Source: an optimization exercise on an open RTL-to-GDS flow (aim: small area and a short achievable clock period). Production flows keep margins and buffers that such runs may drop. The RTL was checked by simulation tests, not by an equivalence proof against the original design. No activity file was given, so power comes from the tool's default toggle rates.

## config.mk

```make
export PLATFORM = sky130hd
export DESIGN_NAME = maze_video_top
export DESIGN_NICKNAME = maze_video_top
export VERILOG_FILES = /design/flow/design.v
export SDC_FILE = /design/flow/constraint.sdc
export NUM_CORES = 4
export LEC_CHECK = 0
export CAP_MARGIN = 5
export CORE_MARGIN = 2
export CORE_UTILIZATION = 40
export CTS_BUF_LIST = sky130_fd_sc_hd__clkbuf_16
export CTS_CLUSTER_DIAMETER = 80
export CTS_CLUSTER_SIZE = 24
export SETUP_SLACK_MARGIN = 2.8
export SLEW_MARGIN = 5
```

## standard.sh

```bash
#!/bin/bash
# synth_recipe.tcl (not shown) runs the flow's synth.tcl, then flattens the netlist and writes it again
# the make line also repeats each setting of config.mk as NAME=value (left out here)
make -C /OpenROAD-flow-scripts/flow DESIGN_CONFIG=/design/flow/config.mk WORK_HOME=/design/flow/orfs CLKGATE_MAP_FILE= SYNTH_SCRIPT=/design/flow/synth_recipe.tcl "${@:-finish}"
```

## constraint.sdc

```tcl
create_clock -name core_clock -period 5.0 [get_ports {clk}]
set_input_delay 1.0000 -clock core_clock [delete_from_list [all_inputs] [get_ports {clk}]]
set_output_delay 1.0000 -clock core_clock [all_outputs]
set_load 0.01 [all_outputs]
```

## flow/run.sh

```bash
#!/bin/bash
set -euo pipefail
bash standard.sh MATCH_CELL_FOOTPRINT=0 ADDER_MAP_FILE= \
  "BUFFER_PORTS_ARGS=-buffer_cell sky130_fd_sc_hd__buf_1" finish > standard.log 2>&1
```

## design.v

```verilog
module raster_timing (
  input  logic       clk,
  input  logic       reset,
  output logic [7:0] nx,
  output logic [8:0] ny,
  output logic       vis,
  output logic       frame_start,
  output logic [7:0] pixel_x,
  output logic [8:0] pixel_y,
  output logic       de
);
  localparam logic [8:0] SY_LAST = 9'(300 - 1);
  localparam logic [7:0] SX_ACT = 8'(224);
  localparam logic [8:0] SY_ACT = 9'(288);
  logic first;
  logic next_act;
  function automatic logic [8:0] next_y(input logic [7:0] x, input logic [8:0] y);
    if (x != 8'hFF)        next_y = y;
    else if (y == SY_LAST) next_y = '0;
    else                   next_y = y + 1'b1;
  endfunction
  always_ff @(posedge clk) begin
    if (reset) begin
      nx <= 8'd1;
      ny <= '0;
    end else begin
      nx <= nx + 1'b1;
      ny <= next_y(nx, ny);
    end
  end
  always_ff @(posedge clk) begin
    if (reset) begin
      pixel_x <= '0;
      pixel_y <= '0;
    end else if (!first) begin
      pixel_x <= pixel_x + 1'b1;
      pixel_y <= next_y(pixel_x, pixel_y);
    end
  end
  always_ff @(posedge clk) begin
    first <= reset;
  end
  assign next_act = (nx < SX_ACT) && (ny < SY_ACT);
  always_ff @(posedge clk) begin
    if (reset) begin
      vis <= 1'b0;
      de <= 1'b0;
    end else begin
      vis <= next_act;
      de <= vis || first;
    end
  end
  always_ff @(posedge clk) begin
    if (reset) frame_start <= 1'b1;
    else       frame_start <= (nx == '0) && (ny == '0);
  end
endmodule
module sprite_regs (
  input  logic                      clk,
  input  logic                      reset,
  input  logic [8-1:0]    awaddr,
  input  logic                      awvalid,
  output logic                      awready,
  input  logic [32-1:0]    wdata,
  input  logic [32/8-1:0]  wstrb,
  input  logic                      wvalid,
  output logic                      wready,
  output logic [1:0]                bresp,
  output logic                      bvalid,
  input  logic                      bready,
  input  logic [8-1:0]    araddr,
  input  logic                      arvalid,
  output logic                      arready,
  output logic [32-1:0]    rdata,
  output logic [1:0]                rresp,
  output logic                      rvalid,
  input  logic                      rready,
  input  logic                      frame_start,
  output logic [4*8-1:0] scene_x,
  output logic [4*9-1:0] scene_y,
  output logic [4*12-1:0] scene_color,
  output logic [11:0]               scene_bg
);
  localparam logic [1:0] RESP_OKAY   = 2'b00;
  localparam logic [1:0] RESP_SLVERR = 2'b10;
  logic [3:0]  ctrl_q;
  logic [3:0][8:0]  pos_x_q;
  logic [3:0][8:0]  pos_y_q;
  logic [3:0][11:0] color_q;
  logic [11:0] bg_q;
  logic       wr_ctrl, wr_bg, wr_valid;
  logic [3:0] wr_pos, wr_color;
  logic       rd_ctrl, rd_bg, rd_valid;
  logic [3:0] rd_pos, rd_color;
  always_comb begin
    wr_ctrl = (awaddr == 8'h00);
    wr_bg = (awaddr == 8'h24);
    rd_ctrl = (araddr == 8'h00);
    rd_bg = (araddr == 8'h24);
    for (int i = 0; i < 4; i++) begin
      wr_pos[i] = (awaddr == 8'h04 + 8'(4 * i));
      wr_color[i] = (awaddr == 8'h14 + 8'(4 * i));
      rd_pos[i] = (araddr == 8'h04 + 8'(4 * i));
      rd_color[i] = (araddr == 8'h14 + 8'(4 * i));
    end
    wr_valid = wr_ctrl || wr_bg || (|wr_pos) || (|wr_color);
    rd_valid = rd_ctrl || rd_bg || (|rd_pos) || (|rd_color);
  end
  logic wr_fire;
  assign wr_fire = awvalid && awready && wvalid;
  always_ff @(posedge clk) begin
    if (reset) begin
      awready <= 1'b0;
      bvalid <= 1'b0;
    end else begin
      awready <= awvalid && wvalid && !awready && !bvalid;
      bvalid <= wr_fire || (bvalid && !bready);
    end
  end
  assign wready = awready;
  always_ff @(posedge clk) begin
    if (!bvalid) bresp <= wr_valid ? RESP_OKAY : RESP_SLVERR;
  end
  logic [32-1:0] wdata_r;
  logic [3:0]             lane_we;
  assign wdata_r = reset ? '0 : wdata;
  assign lane_we = wr_fire ? wstrb : 4'd0;
  always_ff @(posedge clk) begin
    if (reset || (wr_ctrl && lane_we[0])) ctrl_q <= wdata_r[3:0];
    if (reset || (wr_bg && lane_we[0])) bg_q[7:0] <= wdata_r[7:0];
    if (reset || (wr_bg && lane_we[1])) bg_q[11:8] <= wdata_r[11:8];
    for (int i = 0; i < 4; i++) begin
      if (reset || (wr_pos[i] && lane_we[0])) pos_x_q[i][7:0] <= wdata_r[7:0];
      if (reset || (wr_pos[i] && lane_we[1])) pos_x_q[i][8] <= wdata_r[8];
      if (reset || (wr_pos[i] && lane_we[2])) pos_y_q[i][7:0] <= wdata_r[23:16];
      if (reset || (wr_pos[i] && lane_we[3])) pos_y_q[i][8] <= wdata_r[24];
      if (reset || (wr_color[i] && lane_we[0])) color_q[i][7:0] <= wdata_r[7:0];
      if (reset || (wr_color[i] && lane_we[1])) color_q[i][11:8] <= wdata_r[11:8];
    end
  end
  logic [32-1:0] rd_word;
  always_comb begin
    rd_word = '0;
    if (rd_ctrl) rd_word[3:0] = ctrl_q;
    if (rd_bg) rd_word[11:0] = bg_q;
    for (int i = 0; i < 4; i++) begin
      if (rd_pos[i]) rd_word = {7'd0, pos_y_q[i], 7'd0, pos_x_q[i]};
      if (rd_color[i]) rd_word[11:0] = color_q[i];
    end
  end
  logic rd_fire;
  assign rd_fire = arvalid && arready;
  always_ff @(posedge clk) begin
    if (reset) begin
      arready <= 1'b0;
      rvalid <= 1'b0;
    end else begin
      arready <= arvalid && !arready && !rvalid;
      rvalid <= rd_fire || (rvalid && !rready);
    end
  end
  always_ff @(posedge clk) begin
    if (!rvalid) begin
      rdata <= rd_word;
      rresp <= rd_valid ? RESP_OKAY : RESP_SLVERR;
    end
  end
  always_ff @(posedge clk) begin
    logic kill;
    if (frame_start) begin
      for (int i = 0; i < 4; i++) begin
        kill = !ctrl_q[i] || pos_x_q[i][8] || (&pos_x_q[i][7:5])
            || (pos_y_q[i][8] && (|pos_y_q[i][7:5]));
        scene_x[8*i +: 8] <= kill ? {4'b1110, pos_x_q[i][3:0]} : pos_x_q[i][7:0];
        scene_y[9*i +: 9] <= pos_y_q[i];
        scene_color[12*i +: 12] <= color_q[i];
      end
      scene_bg <= bg_q;
    end
  end
endmodule
module enemy_sprite (
  input  logic                       clk,
  input  logic                       reset,
  input  logic [7:0]                 nx,
  input  logic [8:0]                 ny,
  input  logic                       vis,
  input  logic [4*8-1:0]  scene_x,
  input  logic [4*9-1:0]  scene_y,
  input  logic [4*12-1:0] scene_color,
  input  logic [11:0]                scene_bg,
  output logic [11:0]                rgb
);
  function automatic logic [191:0] low_table(input logic rows);
    logic [2:0] b, a, d;
    logic [1:0] cls;
    low_table = '0;
    for (int k = 0; k < 64; k++) begin
      b = 3'(k >> 3);
      a = 3'(k);
      d = b - a;
      if (!rows)      cls = d[2] ? ~d[1:0] : d[1:0];
      else if (d == 3'd0) cls = 2'd0;
      else if (d == 3'd1) cls = 2'd1;
      else if (d == 3'd2 || d == 3'd3 || d == 3'd7) cls = 2'd2;
      else            cls = 2'd3;
      low_table[3*k +: 3] = {b >= a, cls};
    end
  endfunction
  localparam logic [191:0] COL_TAB = low_table(1'b0);
  localparam logic [191:0] ROW_TAB = low_table(1'b1);
  function automatic logic ghost(input logic [1:0] rc, input logic [1:0] cc);
    case (rc)
      2'd0:    ghost = cc[1];
      2'd1:    ghost = cc != 2'd0;
      2'd2:    ghost = cc != 2'd2;
      default: ghost = 1'b1;
    endcase
  endfunction
  function automatic logic sum_zero5(input logic [4:0] p, input logic [4:0] q,
                                     input logic cin);
    logic [4:0] z;
    z = p ^ q;
    sum_zero5 = (z[0] == cin) && (z[4:1] == (p[3:0] | q[3:0]));
  endfunction
  function automatic logic sum_zero6(input logic [5:0] p, input logic [5:0] q,
                                     input logic cin);
    logic [5:0] z;
    z = p ^ q;
    sum_zero6 = (z[0] == cin) && (z[5:1] == (p[4:0] | q[4:0]));
  endfunction
  logic [4-1:0] hit_next;
  logic [4-1:0] hit;
  always_comb begin
    logic [2:0] xd, yd;
    logic [1:0] cc, rc;
    for (int i = 0; i < 4; i++) begin
      xd = nx[2:0] - scene_x[8*i +: 3];
      yd = ny[2:0] - scene_y[9*i +: 3];
      cc = xd[2] ? ~xd[1:0] : xd[1:0];
      case (yd)
        3'd0: rc = 2'd0;
        3'd1: rc = 2'd1;
        3'd4, 3'd5, 3'd6: rc = 2'd3;
        default: rc = 2'd2;
      endcase
      hit_next[i] = sum_zero5(nx[7:3], ~scene_x[8*i+3 +: 5], nx[2:0] >= scene_x[8*i +: 3])
                 && sum_zero6(ny[8:3], ~scene_y[9*i+3 +: 6], ny[2:0] >= scene_y[9*i +: 3])
                 && ghost(rc, cc);
    end
  end
  always_ff @(posedge clk) begin
    hit <= hit_next;
  end
  logic [4:0] sel;
  assign sel[0] = hit[0];
  assign sel[1] = !hit[0] && hit[1];
  assign sel[2] = !hit[0] && !hit[1] && hit[2];
  assign sel[3] = !hit[0] && !hit[1] && !hit[2] && hit[3];
  assign sel[4] = !(|hit);
  always_ff @(posedge clk) begin
    if (reset || !vis) begin
      rgb <= '0;
    end else begin
      rgb <= ({12{sel[0]}} & scene_color[11:0])
           | ({12{sel[1]}} & scene_color[23:12])
           | ({12{sel[2]}} & scene_color[35:24])
           | ({12{sel[3]}} & scene_color[47:36])
           | ({12{sel[4]}} & scene_bg);
    end
  end
endmodule
module maze_video_top (
  input  logic                     clk,
  input  logic                     reset,
  input  logic [8-1:0]   awaddr,
  input  logic                     awvalid,
  output logic                     awready,
  input  logic [32-1:0]   wdata,
  input  logic [32/8-1:0] wstrb,
  input  logic                     wvalid,
  output logic                     wready,
  output logic [1:0]               bresp,
  output logic                     bvalid,
  input  logic                     bready,
  input  logic [8-1:0]   araddr,
  input  logic                     arvalid,
  output logic                     arready,
  output logic [32-1:0]   rdata,
  output logic [1:0]               rresp,
  output logic                     rvalid,
  input  logic                     rready,
  output logic [11:0]              rgb,
  output logic [7:0]               pixel_x,
  output logic [8:0]               pixel_y,
  output logic                     de
);
  logic [7:0] nx;
  logic [8:0] ny;
  logic       vis;
  logic       frame_start;
  logic [4*8-1:0]  scene_x;
  logic [4*9-1:0]  scene_y;
  logic [4*12-1:0] scene_color;
  logic [11:0]                scene_bg;
  raster_timing u_timing (
    .clk         (clk),
    .reset       (reset),
    .nx          (nx),
    .ny          (ny),
    .vis    (vis),
    .frame_start (frame_start),
    .pixel_x     (pixel_x),
    .pixel_y     (pixel_y),
    .de          (de)
  );
  sprite_regs u_regs (
    .clk          (clk),
    .reset        (reset),
    .awaddr       (awaddr),
    .awvalid      (awvalid),
    .awready      (awready),
    .wdata        (wdata),
    .wstrb        (wstrb),
    .wvalid       (wvalid),
    .wready       (wready),
    .bresp        (bresp),
    .bvalid       (bvalid),
    .bready       (bready),
    .araddr       (araddr),
    .arvalid      (arvalid),
    .arready      (arready),
    .rdata        (rdata),
    .rresp        (rresp),
    .rvalid       (rvalid),
    .rready       (rready),
    .frame_start  (frame_start),
    .scene_x     (scene_x),
    .scene_y     (scene_y),
    .scene_color  (scene_color),
    .scene_bg     (scene_bg)
  );
  enemy_sprite u_sprite (
    .clk          (clk),
    .reset        (reset),
    .nx           (nx),
    .ny           (ny),
    .vis     (vis),
    .scene_x     (scene_x),
    .scene_y     (scene_y),
    .scene_color  (scene_color),
    .scene_bg     (scene_bg),
    .rgb          (rgb)
  );
endmodule
```

==> results of run 1 <==
cell families after synthesis:
logic type	count (synthesis)	share of synthesized area
xor gates and xnor gates	100	0.05920
DFF	345	0.6365
muxes	13	0.008795
and+or+nand+nor	433	0.1420
AOI/OAI and AO/OA	277	0.1193
other	1	0.0002441
buffers and inverters	97	0.02875
adders and majority gates	8	0.005212
power by group:
group | internal (uW) | total (uW) | switching [uW]
registers | 3360 | 3520 | 153
logic | 253 | 607 | 354
clock network | 715 | 1630 | 915
total | 4330 | 5750 | 1420
flip-flops by register name (all words and copies together) (netlist names), 12 cells and up:
signal	cells
u_regs.color_q	48
u_regs.scene_color	48
u_regs.pos_x_q	36
u_regs.pos_y_q	36
u_regs.scene_y	36
u_regs.scene_x	32
u_regs.rdata	21
u_regs.bg_q	12
u_regs.scene_bg	12
u_sprite.rgb	12
cells in the final DEF (no fill, tap or decap), drive strengths merged, types with 11 or more instances in the layout:
cell type,n
a21oi,71
a221oi,20
a22oi,12
a31oi,14
buf,154
clkbuf,22
conb,13
dfxtp,58
edfxtp,287
inv,33
nand2,101
nand2b,22
nand3,25
nand4,11
nor2,123
nor2b,59
nor3,21
o21ai,64
o21bai,21
or2,14
xnor2,60
xor2,40
synthesized netlist by cell type, types with 3 or more instances:
library cell	count	area (sq um)
edfxtp_1	287	8618
nor2_1	123	461.7
nand2_1	101	379.1
a21oi_1	71	355.3
o21ai_0	62	310.3
nor2b_1	59	369.1
dfxtp_1	58	1161
xnor2_1	58	508.0
clkbuf_1	40	150.1
xor2_1	39	341.6
nand3_1	25	125.1
inv_1	23	86.33
nand2b_1	22	137.6
o21bai_1	21	157.7
nor3_1	20	100.1
a221oi_1	19	166.4
buf_4	15	112.6
a31oi_1	14	87.58
or2_2	14	87.58
a22oi_1	12	90.09
buf_2	11	55.05
nand4_1	11	68.82
and3_1	10	62.56
a222oi_1	9	90.09
mux2i_1	9	90.09
nand3b_1	9	67.56
nor4_1	9	56.30
o22ai_1	9	56.30
maj3_1	8	80.08
a21o_1	7	52.55
or3_1	7	43.79
a211oi_1	6	45.04
buf_1	6	22.52
o31ai_1	6	45.04
a41o_1	5	50.05
nor4b_1	5	43.79
mux2_2	4	45.04
o2111ai_1	4	35.03
a22o_1	3	26.28
nor3b_1	3	22.52
o211ai_1	3	22.52
o221ai_1	3	26.28
final cells by class:
class / instances / area share
Antenna cell: 1 / 0.0001416
Timing Repair Buffer: 157 / 0.05283
Multi-Input combinational cell: 844 / 0.3174
Sequential cell: 345 / 0.5558
Tap cell: 511 / 0.03619
Clock inverter: 15 / 0.005170
Inverter: 24 / 0.005524
Clock buffer: 19 / 0.02691
what timing repair did:
item	4_1_cts	5_1_grt
gates resized for setup	62	44
pin swaps	10	15
buffers inserted	19	19
setup endpoints to repair	60	115
gates cloned	1	0
per-stage QoR:
step,cells,hold WS [ps],util
after CTS,1896,450.2,0.4593
final,1916,451.6,0.4680
after global routing,1915,468.4,0.4679
after detailed placement,1842,433.6,0.4340
after floorplan,1286,420.8,-
after global placement,1842,431.6,0.4340
final timing paths:
check                startpoint                     end  slack [ps]  cells after the start
min          u_regs.color_q[34]  u_regs.scene_color[34]         450                      0
max              u_timing.nx[0]         u_sprite.hit[2]        2830                      7
max reg2reg      u_timing.nx[0]         u_sprite.hit[2]        2830                      7
min reg2reg  u_regs.color_q[34]  u_regs.scene_color[34]         450                      0
routing by layer:
metal / GRT usage / vias to the layer above
li1: - / 4903
met1: 0.2549 / 5132
met2: 0.3241 / 301
met3: 0.02789 / 55
met4: 0.05240 / 0
met5: 0 / -
==> results.cfg, run 1 <==
[die]
io_pins = 130
start_util = 0.4070
die_area_sq_um = 40000
die_h_um = 200.0
core-area_sq_um = 37760
die_w_um = 200.0
num_rows = 71

[clock_tree]
numCtsBuffers = 19
cts.sinks = 345
clk_latency_ps = 530
clkTransAtPathRegs_ps = 100
cts_tree = built
cts_max_level = 1
cts-root-buf = clkbuf_16
cts_hold_buf = 0
clockBufferDepth = 3

[critical_path]
crit_path_max_fanout = 6
crit_arrival_ps = 2590
crit_chain = buf_8 > and2b_2 > o22ai_4 > xnor2_4 > a41o_1 > o311a_1 > a2111oi_4
cp-start-kind = flip-flop
worst_path_largest_cell_delay_ps = 380
slowest_stage = o311a_1
endpoint_kind = flip-flop
path_buf_inv = 1
critPathTopFamily = compound AO/OA/AOI/OAI gates
worst-setup-path-type = flip-flop to flip-flop
required_ps = 5420

[placed_design]
pre_cts_ws_ps = 1495
port-buffer-count = 105
gp_congestion = 0.8600
hpwl_um = 26610
dpl-instance-area_sq_um = 16390

[detailed_routing]
wl_um = 37740
first_pass_iters = 6
post_drt_wl_per_cell_um = 19.70
top_layer = met4
vias = 10390
drc = 0
drt.antenna.violating_nets = 0
wl_met2_um = 18300
detail_route.vias_per_cell = 5.423
m1WireLength_um = 16390
dr_wl_met3_um = 2184
drt_iter0_markers = 827

[global_routing]
grt_usage = 0.1904
grt_antenna_before_repair = 0
grt_pass1_vias = 10200
grt_max_degree = 66
grt_pass1_wl_um = 57600
overflow = 0

[final_layout]
fin_nets = 1450
area_growth_pct = 14.99
multi_input_area_sq_um = 5608
fillers = 3417
drive_above_1_share = 0.1389
seq_area_sq_um = 9821
fin_area_sq_um = 17670

[sta]
rsz0062_at_grt = true
fin_tns_setup_ps = 0
post-route-period-util = 0.4348
hold_viol_final = 0
worst_pin_slew_ps = 885.0
worst_slack_ps = 2826
slew_headroom = 0.4088
min_period_ps = 2174
fmax_mhz = 459.9
setup_viol = 0
drv_slew = 0
finClkSkew_ps = 32.12

[pwr]
p_per_area_nw_per_um2 = 325.7
ir_worst_vdd_mv = 0.2012
power_uw = 5754
power.leakage_uw = 0.005931

[min_path]
hp-class = flip-flop to flip-flop

[synth]
synth_async_sr_flop_share = 0
synthDistinctLibCells = 79
yosysWarningCount = 3
synth_edf_count = 287
avgSynthCellArea_sq_um = 12.06
syn_inst = 1274
synth_area_sq_um = 15360
ys_ff_latch = 345
ys.flop_type = edfxtp_1
ys_seq_area_frac = 0.6365

[flow_run]
maxCapViolations = 0

[outcome]
outcome = timing/DRC/antenna clean
==> run 2: changes to the inputs <==
==> config.mk (replaced) <==
export PLATFORM = sky130hd
export DESIGN_NAME = maze_video_top
export DESIGN_NICKNAME = maze_video_top
export VERILOG_FILES = /design/flow/design.v
export SDC_FILE = /design/flow/constraint.sdc
export NUM_CORES = 4
export LEC_CHECK = 0
export CAP_MARGIN = 20
export CORE_MARGIN = 2
export CORE_UTILIZATION = 40
export CTS_BUF_LIST = sky130_fd_sc_hd__clkbuf_8
export CTS_CLUSTER_DIAMETER = 60
export CTS_CLUSTER_SIZE = 16
export SETUP_SLACK_MARGIN = 2.8
export SLEW_MARGIN = 20
==> run 2 against run 1 <==
  * Flip-flop and latch count stayed put
  * Global-route usage is 0.12 points higher
  * Sequential power hardly changed
  * Worst hold slack worse by 19 ps
  * Combinational power is 3% lower
  * Synthesized cell count stayed put
  * Cell count hardly changed
  * Cell area is 0.87% lower
  * Fmax is 0.78% lower
  * Clock power is 5% higher
==> results.cfg, run 2 <==
[sta]
rsz0062_at_grt = true
fmax_mhz = 456.3
min_period_ps = 2191
post-route-period-util = 0.4383
hold_viol_final = 0
setup_viol = 0
worst_slack_ps = 2809
worst_pin_slew_ps = 1042
slew_headroom = 0.3047
drv_slew = 0
finClkSkew_ps = 48.66
fin_tns_setup_ps = 0

[critical_path]
cp-start-kind = flip-flop
slowest_stage = edfxtp_1
regToRegSetupSlack_ps = 2820
critPathTopFamily = flip-flops
worst_path_largest_cell_delay_ps = 420
crit_arrival_ps = 1190
crit_chain = clkbuf_2
path_buf_inv = 1
endpoint_kind = output port
reg2reg_depth = 6
worstReg2RegEnd = u_sprite.hit[3]
worst-setup-path-type = flip-flop to output port
r2r-start = u_timing.ny[0]
required_ps = 4000
crit_path_max_fanout = 1

[global_routing]
met1_usage = 0.2527
grt_use_met2 = 0.3209
overflow = 0
grt_usage = 0.1917
grt_pass1_vias = 10350
busiest_layer = met2
grt_antenna_before_repair = 0
grt_pass1_wl_um = 57890
grt_max_degree = 66
grt_use_met3 = 0.03226

[min_path]
hold_end = u_regs.awready
hold_depth = 1
hp-class = flip-flop to flip-flop
min_from = u_regs.awready

[placed_design]
pre_cts_ws_ps = 1495
port-buffer-count = 105
gp_congestion = 0.8600
hpwl_um = 26610

[final_layout]
layout_top_registers = u_regs.color_q: 48 flops, u_regs.scene_color: 48 flops
final_common_cell = edfxtp_1
diodes = 0
drive_above_1_share = 0.1522
fillers = 3455
fin_nets = 1442
final_cell_mix = 287 x edfxtp_1, 117 x nor2_1, 97 x nand2_1
area_growth_pct = 13.99

[clock_tree]
clk_latency_ps = 630
cts_hold_buf = 0
clockBufferDepth = 3
cts-root-buf = clkbuf_8
numCtsBuffers = 29
cts_max_level = 1
cts.sinks = 345
clkTransAtPathRegs_ps = 90
cts_tree = built

[die]
io_pins = 130
die_h_um = 200.0
die_area_sq_um = 40000
die_w_um = 200.0
start_util = 0.4070
core-area_sq_um = 37760
num_rows = 71

[synth]
ys_ff_latch = 345
syn_inst = 1274
ys_seq_area_frac = 0.6365
synth.largest_area_cell = edfxtp_1
synth_edf_count = 287
synth_async_sr_flop_share = 0
ys.flop_type = edfxtp_1
synth_area_sq_um = 15360
netlist.area_leader.share = 0.5609
synth_common_cells = 287 x edfxtp_1, 123 x nor2_1, 101 x nand2_1
yosysWarningCount = 3
synthDistinctLibCells = 79
synth.most_common_cell = edfxtp_1
synth_area_leaders = edfxtp_1 56%, dfxtp_1 7.6%, xnor2_1 3.3%
avgSynthCellArea_sq_um = 12.06

[pwr]
power.leakage_uw = 0.005910
ir_worst_vdd_mv = 0.1634
p_per_area_nw_per_um2 = 332.0

[outcome]
outcome = timing/DRC/antenna clean

[flow_run]
maxCapViolations = 0

[detailed_routing]
drc = 0
wl_um = 37760
drt_iter0_markers = 767
detail_route.vias_per_cell = 5.381
vias = 10320
first_pass_iters = 5
post_drt_wl_per_cell_um = 19.70
drt.antenna.violating_nets = 0
==> run 2: where the power goes <==
part / internal [uW] / total, uW / switching (uW)
Clock: 752 / 1710 / 959
Sequential: 3360 / 3510 / 153
Combinational: 241 / 590 / 349
Total: 4350 / 5820 / 1460
==> run 2: final cells by class <==
cell class,count,area (sq um),share of cell area
sequential,345,9846,0.5622
tap,511,639.4,0.03651
inverter,24,93.84,0.005358
clock buffer,31,426.7,0.02436
multi-input combinational,844,5549,0.3168
timing repair buffer,139,747.0,0.04265
clock inverter,23,212.7,0.01214
==> run 2: worst max path at each step <==
stage                     depth (start not counted)  slack (ps)          startpoint               end
after floorplan                                   8        2540           araddr[3]   u_regs.rdata[1]
after global placement                            6        1480           araddr[5]  u_regs.rdata[18]
after detailed placement                          6        1500           araddr[5]  u_regs.rdata[18]
after CTS                                         1        2770     u_regs.rdata[8]          rdata[8]
after global routing                              7        2690  u_regs.scene_y[31]   u_sprite.hit[3]
final                                             1        2810     u_regs.rdata[8]          rdata[8]
==> run 2: logic make-up after synthesis <==
kind of cell               count (synthesis)  synth area share
AOI/OAI and AO/OA                        277            0.1193
xor gates and xnor gates                 100           0.05920
adders and majority gates                  8          0.005212
buffers and inverters                     97           0.02875
DFF                                      345            0.6365
muxes                                     13          0.008795
other                                      1         0.0002441
and+or+nand+nor                          433            0.1420
==> run 2: stage by stage <==
stage          utilization  total power (uW)  hold WS (ps)  instance area [sq um]  std cells
5_1_grt             0.4639              6054         463.5                  17510       1917
6_report            0.4639              5815         432.1                  17510       1917
3_3_place_gp        0.4340              4116         431.6                  16390       1842
3_5_place_dp        0.4340              4133         433.6                  16390       1842
2_1_floorplan            -              3936         420.8                  15620       1286
4_1_cts             0.4604              5861         451.7                  17380       1916
==> run 2: repair_timing <==
action,in CTS,in global routing
buffers inserted,19,1
gates resized for setup,58,58
setup endpoints to repair,46,91
pin swaps,9,5
gates cloned,1,0
==> run 2: routing by layer <==
| layer | share of wire | vias to the layer above | wire length (um) |
|---|---|---|---|
| met4 | 0.029 | 0 | 1084 |
| met5 | 0 | - | 0 |
| met2 | 0.48 | 321 | 18130 |
| met3 | 0.059 | 72 | 2246 |
| met1 | 0.43 | 5029 | 16290 |
| li1 | - | 4893 | - |
==> run 3: changes to the inputs <==
--- a/config.mk
+++ b/config.mk
@@ -13,3 +13,3 @@
 export CTS_CLUSTER_SIZE = 16
-export SETUP_SLACK_MARGIN = 2.8
+export SETUP_SLACK_MARGIN = 3.0
 export SLEW_MARGIN = 20
==> run 3 against run 2 <==
  * Non-clock buffer count is 76 higher
  * Clock skew is 20 ps lower
  * Cell area increased by 8.7%
  * Utilization up 4.0 points
  * First-iteration DRC count rose by 16%
  * Count of clock-buffer cells in the layout shrank 1
  * Total power rose by 2.7%
  * Combinational power up 21%
  * Setup slack lost 42 ps
  * Fmax decreased by 1.9%
==> results.cfg, run 3 <==
[outcome]
outcome = timing/DRC/antenna clean

[global_routing]
overflow = 0
grt_max_degree = 64
grt_usage = 0.1983
grt_pass1_vias = 10520
grt_antenna_before_repair = 0
grt_pass1_wl_um = 59950

[critical_path]
required_ps = 5510
r2r-start = u_timing.ny[5]
reg2reg_depth = 7
startpoint = u_timing.ny[5]
worst-setup-path-type = flip-flop to flip-flop
endpoint_kind = flip-flop
worstReg2RegEnd = u_sprite.hit[2]
endpoint = u_sprite.hit[2]
cp-start-kind = flip-flop
crit_path_max_fanout = 6
regToRegSetupSlack_ps = 2770
crit_arrival_ps = 2740

[synth]
netlist.area_leader.share = 0.5609
yosysWarningCount = 3
synthXorXnorAreaFrac = 0.05920
yosys.area_share.adder = 0.005212
ys_ff_latch = 345
synth_top_family_by_area = simple AND/OR/NAND/NOR gates
synth_area_leaders = edfxtp_1 56%, dfxtp_1 7.6%, xnor2_1 3.3%
synth.most_common_cell = edfxtp_1
synthDistinctLibCells = 79
synthMuxAreaShare = 0.008795
ys.flop_type = edfxtp_1
syn_inst = 1274
synth.largest_area_cell = edfxtp_1
synth_async_sr_flop_share = 0
synth_area_sq_um = 15360
synth_edf_count = 287
avgSynthCellArea_sq_um = 12.06
yosys.area_share.simple = 0.1420
ys_seq_area_frac = 0.6365
synth-compound-area-share = 0.1193
synth_common_cells = 287 x edfxtp_1, 123 x nor2_1, 101 x nand2_1

[detailed_routing]
drc = 0
wl_um = 40110
detail_route.vias_per_cell = 5.403
first_pass_iters = 5
drt.antenna.violating_nets = 0
drt_iter0_markers = 887
post_drt_wl_per_cell_um = 20.10
vias = 10790

[clock_tree]
cts_tree = built
clkTransAtPathRegs_ps = 100
cts-root-buf = clkbuf_8
clockBufferDepth = 3
numCtsBuffers = 30
clk_latency_ps = 620
cts.sinks = 345
cts_hold_buf = 0
cts_max_level = 1

[placed_design]
dpl-instance-area_sq_um = 16550
hpwl_um = 26690
dp.cells = 1841
gp_congestion = 0.8637
port-buffer-count = 105

[sta]
rsz0062_at_grt = true
slew_headroom = 0.3912
fmax_mhz = 447.7
setup_viol = 0
post-route-period-util = 0.4467
drv_slew = 0
finClkSkew_ps = 28.66
fin_tns_setup_ps = 0
min_period_ps = 2233
worst_pin_slew_ps = 911.4
hold_viol_final = 0

[final_layout]
area_growth_pct = 23.85
diodes = 0
fillers = 3282
fin_util = 0.5040
final_common_cell = edfxtp_1
fin_nets = 1520
final_cell_mix = 287 x edfxtp_1, 110 x nor2_1, 89 x buf_4
final_cell_count_no_fill = 1996
layout_top_registers = u_regs.color_q: 48 flops, u_regs.scene_color: 48 flops
drive_above_1_share = 0.2889
fin_area_sq_um = 19030

[pwr]
clkPwrFrac = 0.293
sw_frac_of_total = 0.2599
ir_worst_vdd_mv = 0.2148
comb_power_share = 0.119
p_seq_frac = 0.588
power.switching_uw = 1552
p_per_area_nw_per_um2 = 313.9
power.leakage_uw = 0.006725
cell_internal_pwr_uw = 4421

[die]
die_h_um = 200.0
die_w_um = 200.0
start_util = 0.4070
die_area_sq_um = 40000
core-area_sq_um = 37760
num_rows = 71
io_pins = 130

[min_path]
hp-class = flip-flop to flip-flop
min_from = u_regs.color_q[25]

[flow_run]
maxCapViolations = 0
run 3: power by group through the flow:
| stage | Clock, uW | Combinational (uW) | Sequential [uW] |
|---|---|---|---|
| 2_1_floorplan | 0 | 402 | 3540 |
| 3_3_place_gp | 0 | 547 | 3580 |
| 3_5_place_dp | 0 | 558 | 3590 |
| 4_1_cts | 1790 | 643 | 3510 |
| 5_1_grt | 1910 | 774 | 3540 |
| 6_report | 1750 | 711 | 3510 |
run 3: cell type report:
class	instances	area (sq um)	area share
sequential	345	9883	0.5194
multi-input combinational	844	6080	0.3195
timing repair buffer	215	1672	0.08784
tap	511	639.4	0.03360
clock buffer	30	412.9	0.02170
clock inverter	26	237.7	0.01249
inverter	24	100.1	0.005260
timing repair inverter	1	5.005	0.0002630
run 3: worst min path at each step:
stage,to,slack (ps),depth (start not counted)
final,u_regs.scene_color[25],450,0
after global routing,u_regs.scene_color[11],460,0
after CTS,u_regs.scene_color[25],450,0
after detailed placement,u_regs.scene_y[30],430,0
after global placement,u_regs.scene_y[27],430,0
after floorplan,u_regs.scene_color[12],420,0
run 3: logic make-up after synthesis:
| group | Yosys count |
|---|---|
| compound gates | 277 |
| xor+xnor | 100 |
| fa+ha+maj | 8 |
| buf+inv | 97 |
| flops | 345 |
| mux | 13 |
| other cells | 1 |
| simple gates | 433 |
run 3: stage by stage:
stage | hold slack [ps] | power, uW | worst slack (ps)
after floorplan | 420.8 | 3943 | 2544
after global placement | 431.0 | 4126 | 1486
after detailed placement | 433.9 | 4143 | 1490
after CTS | 452.7 | 5949 | 2761
after global routing | 462.0 | 6222 | 2721
final | 446.2 | 5974 | 2767
run 3: critical path, stage by stage (launching register included):
cell and delay, ps:
dfxtp_4 410, clkinvlp_4 150, nand2_4 100, mux2_2 140
o21ai_0 60, a211o_1 280, or4_4 570, a2111oi_4 410
run 3: timing repair:
| action | in CTS | in global routing |
|---|---|---|
| pin swaps | 25 | 55 |
| gates resized for setup | 252 | 114 |
| endpoints found under the setup margin | 126 | 108 |
| setup buffers | 61 | 34 |
| gates cloned | 1 | 3 |
run 3: routing by layer:
metal	track usage	wire length [um]	vias to the layer above	part of all wire
met5	0	0	-	0
met4	0.06529	1328	0	0.033
met3	0.02823	2485	73	0.062
met2	0.3306	19090	357	0.48
met1	0.2676	17210	5301	0.43
li1	-	-	5054	-
==> run 4: changes to the inputs <==
--- a/config.mk
+++ b/config.mk
@@ -9,3 +9,3 @@
 export CORE_MARGIN = 2
-export CORE_UTILIZATION = 40
+export CORE_UTILIZATION = 60
 export CTS_BUF_LIST = sky130_fd_sc_hd__clkbuf_8
@@ -13,3 +13,3 @@
 export CTS_CLUSTER_SIZE = 16
-export SETUP_SLACK_MARGIN = 3.0
+export SETUP_SLACK_MARGIN = 2.8
 export SLEW_MARGIN = 20
==> run 4 against run 3 <==
  * Worst hold slack better by 3.3 ps
  * Cell count down 13%
  * Global-route usage rose by 7.1 points
  * Clock skew down 12 ps
  * Flip-flop and latch count unchanged
  * Total power shrank 5.2%
  * Area after synthesis is the same
  * Critical endpoint is now rdata[8]
  * Largest power group unchanged
==> results.cfg, run 4 <==
[synth]
synth.most_common_cell = edfxtp_1
synth_common_cells = 287 x edfxtp_1, 123 x nor2_1, 101 x nand2_1
synth.largest_area_cell = edfxtp_1
ys_ff_latch = 345
synth_edf_count = 287
netlist.area_leader.share = 0.5609
synth_async_sr_flop_share = 0
synthDistinctLibCells = 79
synth_area_sq_um = 15360
syn_inst = 1274
avgSynthCellArea_sq_um = 12.06
synth_area_leaders = edfxtp_1 56%, dfxtp_1 7.6%, xnor2_1 3.3%
ys.flop_type = edfxtp_1
yosysWarningCount = 3
ys_seq_area_frac = 0.6365

[die]
core-area_sq_um = 25180
die_h_um = 164.0
start_util = 0.6102
die_area_sq_um = 26900
num_rows = 58
die_w_um = 164.0
io_pins = 130

[detailed_routing]
wl_um = 36020
m1WireLength_um = 15770
vias = 10420
dr_wl_met3_um = 2282
top_layer = met4
detail_route.vias_per_cell = 6.010
drt.antenna.violating_nets = 0
wl_met2_um = 16960
first_pass_iters = 8
drc = 0
drt_iter0_markers = 816
post_drt_wl_per_cell_um = 20.79

[pwr]
p_per_area_nw_per_um2 = 330.4
comb_power_share = 0.102
clkPwrFrac = 0.276
power.leakage_uw = 0.005827
ir_worst_vdd_mv = 0.2955
cell_internal_pwr_uw = 4225
p_seq_frac = 0.622
power_uw = 5665
sw_frac_of_total = 0.2542
power.switching_uw = 1440

[critical_path]
slowest_stage = edfxtp_1
r2r-start = u_regs.scene_x[16]
crit_chain = clkbuf_2
crit_arrival_ps = 1210
startpoint = u_regs.rdata[8]
crit_path_max_fanout = 1
cp-start-kind = flip-flop
endpoint_kind = output port
worst-setup-path-type = flip-flop to output port
required_ps = 4000
worst_path_largest_cell_delay_ps = 450
path_buf_inv = 1
critPathTopFamily = flip-flops

[global_routing]
grt_usage = 0.2691
grt_pass1_wl_um = 54280
overflow = 0
grt_antenna_before_repair = 0
grt_max_degree = 71
grt_pass1_vias = 9721

[clock_tree]
clkTransAtPathRegs_ps = 110
cts_hold_buf = 0
cts_tree = built
clockBufferDepth = 3
cts_max_level = 1
cts.sinks = 345
numCtsBuffers = 28
cts-root-buf = clkbuf_8
clk_latency_ps = 600

[final_layout]
final_cell_mix = 287 x edfxtp_1, 117 x nor2_1, 97 x nand2_1
diodes = 0
seq_area_sq_um = 9831
final_common_cell = edfxtp_1
area_growth_pct = 11.60
multi_input_area_sq_um = 5552
fin_area_sq_um = 17150
drive_above_1_share = 0.1333
fin_nets = 1440
fillers = 1904
layout_top_registers = u_regs.color_q: 48 flops, u_regs.scene_color: 48 flops

[placed_design]
dpl-instance-area_sq_um = 16160
gp_congestion = 0.8915
hpwl_um = 24930
port-buffer-count = 105

[sta]
fin_tns_setup_ps = 0
worst_pin_slew_ps = 1028
hold_viol_final = 0
drv_slew = 0
finClkSkew_ps = 16.94
rsz0062_at_grt = true
fmax_mhz = 453.2
slew_headroom = 0.3092
whs_ps = 449.5
setup_viol = 0
min_period_ps = 2207
post-route-period-util = 0.4413

[outcome]
outcome = timing/DRC/antenna clean

[flow_run]
maxCapViolations = 0

[min_path]
hp-class = flip-flop to flip-flop
min_from = u_regs.color_q[10]
## run 4: worst reg2reg max path: stages (launching register included)
cell	delay, ps
edfxtp_1	430
and2b_2	240
o22ai_4	220
xnor2_4	180
nand2_2	100
nor3b_1	160
o311a_1	330
a2111oi_4	400
## run 4: cell families after synthesis
family                   count (synthesis)  share of synthesized area
AND/OR/NAND/NOR                        433                     0.1420
flip-flops                             345                     0.6365
AO/OA/AOI/OAI                          277                     0.1193
XOR/XNOR                               100                    0.05920
buffers and inverters                   97                    0.02875
multiplexers                            13                   0.008795
adder cells (fa/ha/maj)                  8                   0.005212
other                                    1                  0.0002441
## run 4: timing repair
action | CTS | global route
pin swaps | 5 | 10
setup endpoints to repair | 41 | 131
resized for setup | 53 | 38
endpoints found under the hold margin | 0 | 0
buffers inserted | 10 | 11
## run 4: worst paths after layout
| path | to | slack (ps) | cells after the start |
|---|---|---|---|
| worst max register to register | u_sprite.hit[2] | 2840 | 7 |
| worst max-delay path | rdata[8] | 2790 | 1 |
| worst min-delay path | u_regs.scene_color[10] | 450 | 0 |
| worst min register to register | u_regs.scene_color[10] | 450 | 0 |
## run 4: power groups by stage
stage	sequential, uW	clock, uW	combinational (uW)
floorplan	3540	0	396
global placement	3590	0	523
detailed placement	3590	0	531
CTS	3520	1590	552
global route	3550	1700	634
finish	3520	1560	579
## run 4: metrics by stage
step / cells / utilization / worst slack, ps
2_1_floorplan: 1286 / - / 2544
3_3_place_gp: 1660 / 0.6418 / 1502
3_5_place_dp: 1660 / 0.6418 / 1483
4_1_cts: 1722 / 0.6730 / 2782
5_1_grt: 1733 / 0.6810 / 2703
6_report: 1733 / 0.6810 / 2793
## run 4: per-layer routing
layer,track usage,vias to the layer above
li1,-,4891
met1,0.3875,5090
met2,0.4311,374
met3,0.03737,60
met4,0.08014,0
met5,0,-
## run 4: area by class of cell
| class | count | share of cell area |
|---|---|---|
| flip-flops and latches | 345 | 0.5733 |
| multi-input cells | 844 | 0.3238 |
| repair buffers | 138 | 0.04035 |
| clock buffers | 33 | 0.02649 |
| well taps | 330 | 0.02408 |
| clock inverters | 19 | 0.006567 |
| inverters | 24 | 0.005472 |
==> run 5: changes to the inputs <==
--- a/design.v
+++ b/design.v
@@ -33,6 +33,11 @@
       pixel_x <= '0;
+    end else begin
+      pixel_x <= nx - 1'b1;
+    end
+  end
+  always_ff @(posedge clk) begin
+    if (reset) begin
       pixel_y <= '0;
-    end else if (!first) begin
-      pixel_x <= pixel_x + 1'b1;
-      pixel_y <= next_y(pixel_x, pixel_y);
+    end else if (nx == 8'd1) begin
+      pixel_y <= ny;
     end
--- a/config.mk
+++ b/config.mk
@@ -13,3 +13,3 @@
 export CTS_CLUSTER_SIZE = 16
-export SETUP_SLACK_MARGIN = 2.8
+export SETUP_SLACK_MARGIN = 2.7
 export SLEW_MARGIN = 20
==> run 5 against run 4 <==
  * Still clean on timing, DRC and antenna
  * Synthesized cell count fell by 1.6%
  * First-iteration DRC count rose by 19%
  * Utilization fell by 0.96 points
  * Sequential share of layout area rose by 0.97 points
  * Clock power rose by 12%
  * Combinational power barely moved
  * Die area fell by 0.56%
  * Wire length rose by 0.35%
  * Area after synthesis fell by 0.57%
  * Critical path type is now primary input to flip-flop
==> results.cfg, run 5 <==
[outcome]
outcome = timing/DRC/antenna clean

[synth]
synth_top_family_by_area = simple AND/OR/NAND/NOR gates
synthMuxAreaShare = 0.02146
yosys.area_share.simple = 0.1420
synth.largest_area_cell = edfxtp_1
avgSynthCellArea_sq_um = 12.19
netlist.area_leader.share = 0.5641
synth_edf_count = 287
synth_async_sr_flop_share = 0
synthDistinctLibCells = 71
ys.flop_type = edfxtp_1
synthXorXnorAreaFrac = 0.04611
synth_area_leaders = edfxtp_1 56%, dfxtp_1 7.6%, nor2_1 3.2%
synth-compound-area-share = 0.1130
yosys.area_share.adder = 0.007207
synth_common_cells = 287 x edfxtp_1, 129 x nor2_1, 91 x nand2_1
ys_ff_latch = 345
yosysWarningCount = 3
syn_inst = 1253
synth.most_common_cell = edfxtp_1
synth_area_sq_um = 15280
ys_seq_area_frac = 0.6401

[critical_path]
crit_path_max_fanout = 8
endpoint_kind = flip-flop
cp-start-kind = primary input
worst-setup-path-type = primary input to flip-flop
crit_arrival_ps = 2500
required_ps = 5250

[sta]
hold_viol_final = 0
slew_headroom = 0.2485
rsz0062_at_grt = true
setup_viol = 0
min_period_ps = 2251
post-route-period-util = 0.4503
drv_slew = 0
worst_pin_slew_ps = 1126
fin_tns_setup_ps = 0
finClkSkew_ps = 15.65
fmax_mhz = 444.2

[final_layout]
drive_above_1_share = 0.1101
fin_nets = 1403
area_growth_pct = 10.34
fin_area_sq_um = 16860
final_common_cell = edfxtp_1
final_cell_mix = 287 x edfxtp_1, 125 x nor2_1, 100 x buf_1
layout_top_registers = u_regs.color_q: 48 flops, u_regs.scene_color: 48 flops
diodes = 0
final_cell_count_no_fill = 1693

[global_routing]
grt_max_degree = 73
grt_antenna_before_repair = 0
grt_pass1_vias = 9438
overflow = 0
grt_pass1_wl_um = 53330
grt_usage = 0.2669

[placed_design]
gp_congestion = 0.8968
port-buffer-count = 105
dp.cells = 1628
hpwl_um = 25790
dpl-instance-area_sq_um = 15930

[detailed_routing]
drt.antenna.violating_nets = 0
vias = 10140
drc = 0
wl_um = 36150
first_pass_iters = 5
detail_route.vias_per_cell = 5.986
post_drt_wl_per_cell_um = 21.35
drt_iter0_markers = 975

[die]
start_util = 0.6084
core-area_sq_um = 25110
io_pins = 130
die_w_um = 163.6
die_area_sq_um = 26750
die_h_um = 163.6
num_rows = 58

[clock_tree]
cts_max_level = 1
cts_hold_buf = 0
clkTransAtPathRegs_ps = 90
cts_tree = built
numCtsBuffers = 28
cts-root-buf = clkbuf_8
clk_latency_ps = 610
clockBufferDepth = 3
cts.sinks = 345

[pwr]
power.leakage_uw = 0.005794
p_per_area_nw_per_um2 = 347.0
ir_worst_vdd_mv = 0.2643

[flow_run]
maxCapViolations = 0

[min_path]
hp-class = flip-flop to flip-flop
## run 5: final cells by class
cell class | count | area [sq um]
fillers | 1892 | 8252
clock buffers | 29 | 399.1
multi-input cells | 824 | 5304
inverters | 21 | 78.83
flip-flops and latches | 345 | 9828
well taps | 330 | 412.9
repair buffers | 124 | 601.8
clock inverters | 20 | 232.7
## run 5: metrics by stage
step	utilization	setup slack (ps)	power (uW)	hold slack (ps)
2_1_floorplan	-	2532	3951	411.4
3_3_place_gp	0.6343	1299	4130	416.1
3_5_place_dp	0.6343	1231	4146	427.9
4_1_cts	0.6649	2700	5861	449.5
5_1_grt	0.6714	2624	6058	460.2
6_report	0.6714	2749	5849	447.6
## run 5: per-layer routing
metal  routed length, um  global-route usage  up-vias
met1               14510              0.3563     4923
met3                2529             0.02869       68
met2               17990              0.4651      397
met5                   0                   0        -
met4                1124             0.07855        0
li1                    -                   -     4747
## run 5: worst paths after layout
kind	slack (ps)	startpoint	cells after the start	to
worst max-delay path	2750	awaddr[3]	4	u_regs.pos_y_q[31]
worst min register to register	450	u_timing.first	2	u_timing.de
worst max register to register	2800	u_regs.scene_x[0]	7	u_sprite.hit[0]
worst min-delay path	450	u_timing.first	2	u_timing.de
## run 5: what timing repair did
action,CTS,global route
gates cloned,0,0
setup buffers,8,8
endpoints found under the setup margin,48,40
gates resized for setup,28,22
pin swaps,3,3
## run 5: kinds of logic (layout without fill, tap and decap cells)
logic type	count (synthesis)	in the layout
adder cells (fa/ha/maj)	11	11
flip-flops	345	345
AO/OA/AOI/OAI	262	262
AND/OR/NAND/NOR	429	429
other	1	13
XOR/XNOR	77	77
multiplexers	32	32
buffers and inverters	96	194
## run 5: power breakdown
part	switching, uW	internal (uW)
Clock	931	812
Combinational	347	234
Sequential	161	3360
Total	1440	4410
## run 5: worst max-delay path, cell delays in order
cell and delay, ps:
buf_1 160, nor4_1 510, nand3_1 300, o21bai_2 530
==> run 6: changes to the inputs <==
--- a/config.mk
+++ b/config.mk
@@ -13,3 +13,3 @@
 export CTS_CLUSTER_SIZE = 16
-export SETUP_SLACK_MARGIN = 2.7
+export SETUP_SLACK_MARGIN = 2.9
 export SLEW_MARGIN = 20
==> run 6 against run 5 <==
  * Die area unchanged
  * Critical endpoint is now rdata[3]
  * Total power decreased by 1.4%
  * Critical path depth shrank 3
  * First-iteration DRC count is 8.0% lower
==> results.cfg, run 6 <==
[sta]
post-route-period-util = 0.4527
worst_pin_slew_ps = 878.4
fin_tns_setup_ps = 0
worst_slack_ps = 2736
drv_slew = 0
whs_ps = 452.2
rsz0062_at_grt = true
min_period_ps = 2264
finClkSkew_ps = 49.04
fmax_mhz = 441.8
slew_headroom = 0.4132
setup_viol = 0
hold_viol_final = 0

[min_path]
min_from = u_regs.bg_q[4]
hp-class = flip-flop to flip-flop
hold_end = u_regs.scene_bg[4]
hold_depth = 0

[synth]
synth.most_common_cell = edfxtp_1
synthXorXnorAreaFrac = 0.04611
synth_async_sr_flop_share = 0
synth-compound-area-share = 0.1130
synthDistinctLibCells = 71
synth_area_leaders = edfxtp_1 56%, dfxtp_1 7.6%, nor2_1 3.2%
synth_common_cells = 287 x edfxtp_1, 129 x nor2_1, 91 x nand2_1
netlist.area_leader.share = 0.5641
synth_area_sq_um = 15280
synth_top_family_by_area = simple AND/OR/NAND/NOR gates
yosys.area_share.simple = 0.1420
synth.largest_area_cell = edfxtp_1
syn_inst = 1253
ys.flop_type = edfxtp_1
yosysWarningCount = 3
avgSynthCellArea_sq_um = 12.19
synthMuxAreaShare = 0.02146
yosys.area_share.adder = 0.007207
ys_seq_area_frac = 0.6401
ys_ff_latch = 345
synth_edf_count = 287

[critical_path]
slowest_stage = edfxtp_1
reg2reg_depth = 6
crit_path_max_fanout = 1
required_ps = 4000
worst_path_largest_cell_delay_ps = 490
cp-start-kind = flip-flop
worstReg2RegEnd = u_sprite.hit[0]
crit_chain = clkbuf_2
endpoint_kind = output port
critPathTopFamily = flip-flops
crit_arrival_ps = 1260
r2r-start = u_timing.nx[5]
regToRegSetupSlack_ps = 2840
worst-setup-path-type = flip-flop to output port
path_buf_inv = 1

[final_layout]
drive_above_1_share = 0.2064
multi_input_area_sq_um = 5583
fin_nets = 1454
final_cell_mix = 287 x edfxtp_1, 119 x nor2_1, 85 x nand2_1
seq_area_sq_um = 9857
final_common_cell = edfxtp_1
area_growth_pct = 15.17
fillers = 1898
diodes = 0
layout_top_registers = u_regs.color_q: 48 flops, u_regs.scene_color: 48 flops

[global_routing]
grt_max_degree = 52
grt_antenna_before_repair = 1
grt_usage = 0.2725
overflow = 0
grt_pass1_vias = 9406
grt_pass1_wl_um = 54550

[pwr]
power.leakage_uw = 0.006310
p_per_area_nw_per_um2 = 327.8
power.switching_uw = 1409
power_uw = 5767
sw_frac_of_total = 0.2442
cell_internal_pwr_uw = 4359
comb_power_share = 0.113
ir_worst_vdd_mv = 0.2866
p_seq_frac = 0.611
clkPwrFrac = 0.276

[placed_design]
pre_cts_ws_ps = 1635
hpwl_um = 25800
port-buffer-count = 105
gp_congestion = 0.9356

[detailed_routing]
drt.antenna.violating_nets = 0
vias = 10320
first_pass_iters = 7
wl_um = 37380
drc = 0
post_drt_wl_per_cell_um = 21.42
drt_iter0_markers = 897
detail_route.vias_per_cell = 5.916

[clock_tree]
cts_hold_buf = 0
clkTransAtPathRegs_ps = 110
cts_max_level = 1
cts-root-buf = clkbuf_8
cts_tree = built
cts.sinks = 345
clk_latency_ps = 600
clockBufferDepth = 3
numCtsBuffers = 26

[die]
die_area_sq_um = 26750
core-area_sq_um = 25110
num_rows = 58
start_util = 0.6084
io_pins = 130
die_h_um = 163.6
die_w_um = 163.6

[outcome]
outcome = timing/DRC/antenna clean

[flow_run]
maxCapViolations = 0
[run 6: cell counts after synthesis]
Identical to the previous run, type by type.
[run 6: what timing repair did]
action,CTS,global route
endpoints found under the setup margin,96,92
buffers inserted,21,45
pin swaps,7,17
resized for setup,58,88
[run 6: kinds of logic (layout without fill, tap and decap cells)]
logic type | Yosys count | count (layout)
compound gates | 262 | 262
xor+xnor | 77 | 77
mux | 32 | 32
buf+inv | 96 | 246
simple gates | 429 | 429
other cells | 1 | 13
flops | 345 | 345
fa+ha+maj | 11 | 11
[run 6: power groups by stage]
stage | Sequential [uW] | Combinational (uW) | Clock (uW)
2_1_floorplan | 3540 | 417 | 0
3_3_place_gp | 3590 | 551 | 0
3_5_place_dp | 3600 | 559 | 0
4_1_cts | 3530 | 583 | 1620
5_1_grt | 3550 | 717 | 1720
6_report | 3520 | 654 | 1590
[run 6: area by class of cell]
type / instances / share of cell area
sequential: 345 / 0.5602
multi-input combinational: 824 / 0.3173
timing repair buffer: 177 / 0.06215
tap: 330 / 0.02347
clock buffer: 29 / 0.02269
clock inverter: 19 / 0.009671
inverter: 21 / 0.004480
[run 6: worst max path at each step]
stage	startpoint	endpoint	cells after the start
after floorplan	araddr[1]	u_regs.rdata[2]	6
after global placement	araddr[5]	u_regs.rdata[3]	7
after detailed placement	araddr[5]	u_regs.rdata[18]	7
after CTS	u_regs.rdata[3]	rdata[3]	1
after global routing	u_regs.rdata[3]	rdata[3]	1
final	u_regs.rdata[3]	rdata[3]	1
[run 6: per-layer routing]
layer	vias up	wire, um	track usage
met3	72	2552	0.03403
met4	0	1123	0.07456
met5	-	0	0
met1	4951	15020	0.3680
met2	436	18690	0.4695
li1	4864	-	-
[run 6: stage by stage]
stage               instances  area (sq um)  utilization
CTS                      1700         16990       0.6767
global placement         1631         16130       0.6426
floorplan                1265         15710            -
finish                   1745         17590       0.7007
global route             1745         17590       0.7007
detailed placement       1631         16130       0.6426
==> run 7: changes to the inputs <==
--- a/config.mk
+++ b/config.mk
@@ -9,3 +9,3 @@
 export CORE_MARGIN = 2
-export CORE_UTILIZATION = 60
+export CORE_UTILIZATION = 70
 export CTS_BUF_LIST = sky130_fd_sc_hd__clkbuf_8
@@ -13,3 +13,3 @@
 export CTS_CLUSTER_SIZE = 16
-export SETUP_SLACK_MARGIN = 2.9
+export SETUP_SLACK_MARGIN = 2.8
 export SLEW_MARGIN = 20
==> run 7 against run 6 <==
  * Clock skew fell by 25 ps
  * Cell area decreased by 4.1%
  * Die area fell by 14%
  * Critical endpoint is now u_regs.pos_x_q[6]
  * Clock power decreased by 8%
  * Highest routed layer unchanged
  * Critical path type is now primary input to flip-flop
  * Global-route usage rose by 4.2 points
  * Sequential power about the same
==> results.cfg, run 7 <==
[critical_path]
cp_common_cell = nand2_1
startpoint = awaddr[1]
crit_chain = buf_1 > nor2_2 > nand2_1 > nor2_1 > nand2_1 > o21bai_2
crit_path_max_fanout = 8
worst_path_largest_cell_delay_ps = 530
cp-start-kind = primary input
worst-setup-path-type = primary input to flip-flop
worstReg2RegEnd = u_sprite.rgb[2]
endpoint = u_regs.pos_x_q[6]
r2r-start = u_sprite.hit[2]
slowest_stage = o21bai_2
endpoint_kind = flip-flop
crit_arrival_ps = 2460
required_ps = 5220
regToRegSetupSlack_ps = 2780
reg2reg_depth = 3

[clock_tree]
numCtsBuffers = 28
cts_max_level = 1
cts_hold_buf = 0
cts.sinks = 345
clk_latency_ps = 580
clkTransAtPathRegs_ps = 100
clockBufferDepth = 3
cts-root-buf = clkbuf_8
cts_tree = built

[sta]
post-route-period-util = 0.4475
fin_tns_setup_ps = 0
min_period_ps = 2238
fmax_mhz = 446.9
worst_pin_slew_ps = 1122
rsz0062_at_grt = true
finClkSkew_ps = 24.52
drv_slew = 0
setup_viol = 0
hold_viol_final = 0
slew_headroom = 0.2490

[placed_design]
hpwl_um = 25390
gp_congestion = 0.9019
port-buffer-count = 105
dp.cells = 1584

[die]
die_h_um = 151.7
num_rows = 54
core-area_sq_um = 21620
start_util = 0.7066
io_pins = 130
die_w_um = 151.7
die_area_sq_um = 23020

[synth]
ys.flop_type = edfxtp_1
synth_edf_count = 287
netlist.area_leader.share = 0.5641
synth_async_sr_flop_share = 0
synth.most_common_cell = edfxtp_1
synthDistinctLibCells = 71
synth_common_cells = 287 x edfxtp_1, 129 x nor2_1, 91 x nand2_1
synth_area_sq_um = 15280
syn_inst = 1253
avgSynthCellArea_sq_um = 12.19
synth.largest_area_cell = edfxtp_1
ys_ff_latch = 345
yosysWarningCount = 3
ys_seq_area_frac = 0.6401
synth_area_leaders = edfxtp_1 56%, dfxtp_1 7.6%, nor2_1 3.2%

[detailed_routing]
drt.antenna.violating_nets = 0
first_pass_iters = 6
vias = 10330
wl_um = 36270
drt_iter0_markers = 1117
post_drt_wl_per_cell_um = 21.86
detail_route.vias_per_cell = 6.227
drc = 0

[global_routing]
grt_pass1_wl_um = 53210
busiest_layer = met2
grt_antenna_before_repair = 1
overflow = 0
grt_use_met3 = 0.04222
met1_usage = 0.4300
grt_usage = 0.3147
grt_pass1_vias = 9481
grt_use_met2 = 0.5097
grt_max_degree = 56

[final_layout]
final_cell_count_no_fill = 1659
final_cell_mix = 287 x edfxtp_1, 123 x nor2_1, 97 x buf_1
seq_area_sq_um = 9829
fillers = 1377
drive_above_1_share = 0.1248
fin_nets = 1415
area_growth_pct = 10.47
multi_input_area_sq_um = 5405
layout_top_registers = u_regs.color_q: 48 flops, u_regs.scene_color: 48 flops
final_common_cell = edfxtp_1

[outcome]
outcome = timing/DRC/antenna clean

[pwr]
p_per_area_nw_per_um2 = 330.9
power.leakage_uw = 0.005857
ir_worst_vdd_mv = 0.3669

[flow_run]
maxCapViolations = 0

[min_path]
min_from = u_regs.color_q[18]
hp-class = flip-flop to flip-flop
## run 7: cell families after synthesis
family / Yosys count / share of synthesized area
buffers and inverters: 96 / 0.02981
muxes: 32 / 0.02146
AOI/OAI and AO/OA: 262 / 0.1130
and+or+nand+nor: 429 / 0.1420
other: 1 / 0.0002455
adders and majority gates: 11 / 0.007207
xor gates and xnor gates: 77 / 0.04611
DFF: 345 / 0.6401
## run 7: power breakdown
group | leakage, uW | internal, uW | switching, uW
registers | 0.00331 | 3360 | 161
clock network | 0.000318 | 562 | 907
logic | 0.00223 | 236 | 355
## run 7: worst max-delay path: cells and delay by family
family,cells,cell delay [ps]
buffers and inverters,1,100
and+or+nand+nor,4,830
AOI/OAI and AO/OA,1,530
## run 7: repair_timing
| action | 4_1_cts | 5_1_grt |
|---|---|---|
| endpoints found under the setup margin | 35 | 94 |
| pin swaps | 4 | 5 |
| resized for setup | 31 | 32 |
| buffers inserted | 7 | 15 |
## run 7: stage by stage
| step | hold WS, ps | power (uW) | setup WS (ps) | cell area, sq um | util |
|---|---|---|---|---|---|
| after floorplan | 411.4 | 3953 | 2734 | 15560 | - |
| after global placement | 421.4 | 4126 | 1584 | 15980 | 0.7389 |
| after detailed placement | 433.9 | 4151 | 1536 | 15980 | 0.7389 |
| after CTS | 429.3 | 5578 | 2803 | 16640 | 0.7697 |
| after global routing | 439.9 | 5793 | 2677 | 16870 | 0.7805 |
| final | 430.2 | 5584 | 2762 | 16880 | 0.7806 |
## run 7: how the worst min path moves through the flow
stage,end,cells after the start
global route,u_regs.scene_color[18],0
global placement,u_regs.scene_bg[5],0
floorplan,u_timing.de,2
finish,u_regs.scene_color[18],0
detailed placement,u_regs.scene_bg[3],0
CTS,u_regs.scene_color[18],0
## run 7: area by class of cell
type                    instances  share of cell area
diodes                          1           0.0001483
clock buffers                  29             0.02365
clock inverters                23            0.007339
inverters                      21            0.004670
multi-input cells             824              0.3203
flip-flops and latches        345              0.5824
well taps                     280             0.02076
repair buffers                136             0.04077
## run 7: metal layers
metal | wire length [um] | vias up
met5 | 0 | -
met4 | 1768 | 0
met1 | 14170 | 4872
met3 | 3057 | 113
met2 | 17270 | 555
li1 | - | 4790
==> run 8: changes to the inputs <==
--- a/config.mk
+++ b/config.mk
@@ -9,3 +9,3 @@
 export CORE_MARGIN = 2
-export CORE_UTILIZATION = 70
+export CORE_UTILIZATION = 60
 export CTS_BUF_LIST = sky130_fd_sc_hd__clkbuf_8
@@ -13,2 +13,3 @@
 export CTS_CLUSTER_SIZE = 16
+export PLACE_DENSITY = 0.72
 export SETUP_SLACK_MARGIN = 2.8
==> run 8 against run 7 <==
  * Sequential power about the same
  * Non-clock buffer count increased by 6
  * Largest cell class unchanged
  * Via count decreased by 0.45%
  * First-iteration DRC count decreased by 7.4%
  * Still clean
  * Critical path depth decreased by 5
==> results.cfg, run 8 <==
[sta]
fin_tns_setup_ps = 0
post-route-period-util = 0.4382
setup_viol = 0
worst_pin_slew_ps = 943.1
hold_viol_final = 0
slew_headroom = 0.3713
rsz0062_at_grt = true
fmax_mhz = 456.4
drv_slew = 0
min_period_ps = 2191
finClkSkew_ps = 23.85

[placed_design]
dpl-instance-area_sq_um = 16040
hpwl_um = 25710
port-buffer-count = 105
gp_congestion = 0.9248

[final_layout]
multi_input_area_sq_um = 5430
seq_area_sq_um = 9832
fin_area_sq_um = 17040
fillers = 1896
fin_nets = 1421
layout_top_registers = u_regs.color_q: 48 flops, u_regs.scene_color: 48 flops
final_common_cell = edfxtp_1
final_cell_mix = 287 x edfxtp_1, 122 x nor2_1, 98 x buf_1
area_growth_pct = 11.56
diodes = 0
drive_above_1_share = 0.1272

[pwr]
power.leakage_uw = 0.005915
p_per_area_nw_per_um2 = 331.1
ir_worst_vdd_mv = 0.2862

[synth]
yosysWarningCount = 3
ys.flop_type = edfxtp_1
netlist.area_leader.share = 0.5641
ys_ff_latch = 345
synth_async_sr_flop_share = 0
ys_seq_area_frac = 0.6401
avgSynthCellArea_sq_um = 12.19
synth.largest_area_cell = edfxtp_1
synth_edf_count = 287
synth_common_cells = 287 x edfxtp_1, 129 x nor2_1, 91 x nand2_1
synthDistinctLibCells = 71
synth_area_sq_um = 15280
synth.most_common_cell = edfxtp_1
syn_inst = 1253
synth_area_leaders = edfxtp_1 56%, dfxtp_1 7.6%, nor2_1 3.2%

[die]
die_w_um = 163.6
io_pins = 130
die_h_um = 163.6
core-area_sq_um = 25110
die_area_sq_um = 26750
num_rows = 58
start_util = 0.6084

[global_routing]
grt_pass1_vias = 9497
grt_antenna_before_repair = 0
grt_pass1_wl_um = 54450
grt_usage = 0.2743
grt_max_degree = 75
overflow = 0

[critical_path]
worst-setup-path-type = flip-flop to output port
worst_path_largest_cell_delay_ps = 450
slowest_stage = edfxtp_1
crit_arrival_ps = 1190
required_ps = 4000
cp-start-kind = flip-flop
crit_path_max_fanout = 1
crit_chain = clkbuf_2
endpoint_kind = output port
critPathTopFamily = flip-flops
path_buf_inv = 1

[detailed_routing]
detail_route.vias_per_cell = 5.999
first_pass_iters = 5
wl_um = 37180
post_drt_wl_per_cell_um = 21.69
drt.antenna.violating_nets = 0
vias = 10280
drt_iter0_markers = 1034
drc = 0

[min_path]
hp-class = flip-flop to flip-flop

[clock_tree]
clockBufferDepth = 3
clk_latency_ps = 600
cts.sinks = 345
cts-root-buf = clkbuf_8
clkTransAtPathRegs_ps = 100
cts_max_level = 1
numCtsBuffers = 28
cts_tree = built

[outcome]
outcome = timing/DRC/antenna clean

[flow_run]
maxCapViolations = 0
-- run 8: cell counts after synthesis --
No cell type changed its count.
-- run 8: repair_timing --
item,4_1_cts,5_1_grt
gates resized for setup,39,28
pin swaps,7,4
gates cloned,0,1
buffers inserted,11,16
hold buffers,0,0
setup endpoints to repair,53,126
-- run 8: final timing paths --
| path | from | end | slack [ps] | depth (start not counted) |
|---|---|---|---|---|
| max reg2reg | u_timing.nx[7] | u_sprite.hit[0] | 2880 | 6 |
| max | u_regs.rdata[3] | rdata[3] | 2810 | 1 |
| min | u_regs.color_q[17] | u_regs.scene_color[17] | 440 | 0 |
| min reg2reg | u_regs.color_q[17] | u_regs.scene_color[17] | 440 | 0 |
-- run 8: report_power, final --
| group | switching [uW] | leakage [uW] | internal [uW] | total (uW) |
|---|---|---|---|---|
| Clock | 942 | 0.000320 | 564 | 1510 |
| Combinational | 368 | 0.00228 | 253 | 621 |
| Sequential | 155 | 0.00331 | 3360 | 3520 |
| Total | 1460 | 0.00592 | 4180 | 5640 |
-- run 8: cell families (layout without fill, tap and decap cells) --
| group | after synthesis | count (layout) | share of synthesized area |
|---|---|---|---|
| AND/OR/NAND/NOR | 429 | 429 | 0.1420 |
| other | 1 | 13 | 0.0002455 |
| AO/OA/AOI/OAI | 262 | 262 | 0.1130 |
| XOR/XNOR | 77 | 77 | 0.04611 |
| buffers and inverters | 96 | 215 | 0.02981 |
| adder cells (fa/ha/maj) | 11 | 11 | 0.007207 |
| multiplexers | 32 | 32 | 0.02146 |
| flip-flops | 345 | 345 | 0.6401 |
-- run 8: cell type report --
cell class | instances | area share
multi-input cells | 824 | 0.3186
inverters | 21 | 0.004625
flip-flops and latches | 345 | 0.5769
clock buffers | 29 | 0.02342
well taps | 330 | 0.02423
repair buffers | 142 | 0.04485
clock inverters | 23 | 0.007414
-- run 8: layer usage --
layer	part of all wire	GRT usage
met2	0.50	0.4781
met4	0.029	0.08094
met3	0.076	0.03834
met5	0	0
met1	0.40	0.3604
-- run 8: metrics by stage --
stage	total power, uW	util	hold WS, ps	setup WS, ps	std cells
after detailed placement	4154	0.6387	426.9	1502	1634
after global placement	4132	0.6387	421.2	1592	1634
after floorplan	3953	-	411.4	2734	1265
final	5643	0.6788	442.7	2809	1714
after CTS	5632	0.6681	433.7	2782	1697
after global routing	5846	0.6788	436.2	2748	1714

==> port drivers added, routing unchanged <==
The flow's constraints put no driver on any port. The routed layouts listed below were extracted and timed again, unchanged, in two steps. Step 1 sets driving cells, clkbuf_16 on the clock port and buf_2 on the other inputs (assumed; they add their load-dependent delay and slew). Step 2 also shifts input and output timing later by t, the mid clock arrival at the registers, as if the neighbouring blocks saw the same clock. a / b / c = ideal / step 1 / step 2; a / b = the first two.
| run | shift t [ns] | slack for setup (ns) | hold slack, ns | worst slew at a driven data input, ns | pins driven straight from the clock port |
|---|---|---|---|---|---|
| run 1 | 0.569 | 2.826 / 2.826 / 2.311 | 0.452 / 0.452 / 0.452 | 0.05 | 1 |
| run 2 | 0.653 | 2.809 / 2.762 / 2.249 | 0.432 / 0.432 / 0.432 | 0.04 | 1 |
| run 3 | 0.659 | 2.767 / 2.749 / 2.331 | 0.446 / 0.446 / 0.446 | 0.07 | 1 |
| run 4 | 0.637 | 2.793 / 2.747 / 2.217 | 0.449 / 0.449 / 0.449 | 0.05 | 1 |
| run 5 | 0.650 | 2.749 / 2.752 / 2.123 | 0.448 / 0.448 / 0.448 | 0.04 | 1 |
| run 6 | 0.623 | 2.736 / 2.692 / 2.330 | 0.452 / 0.452 / 0.452 | 0.04 | 1 |
| run 7 | 0.612 | 2.762 / 2.775 / 2.172 | 0.430 / 0.430 / 0.430 | 0.06 | 1 |
| run 8 | 0.631 | 2.809 / 2.764 / 2.215 | 0.443 / 0.443 / 0.443 | 0.04 | 1 |
After both steps every run listed still meets setup and hold. The setup slack of run 5, which loses most, moves by +0.003 ns with the drivers and by -0.626 ns with both steps.
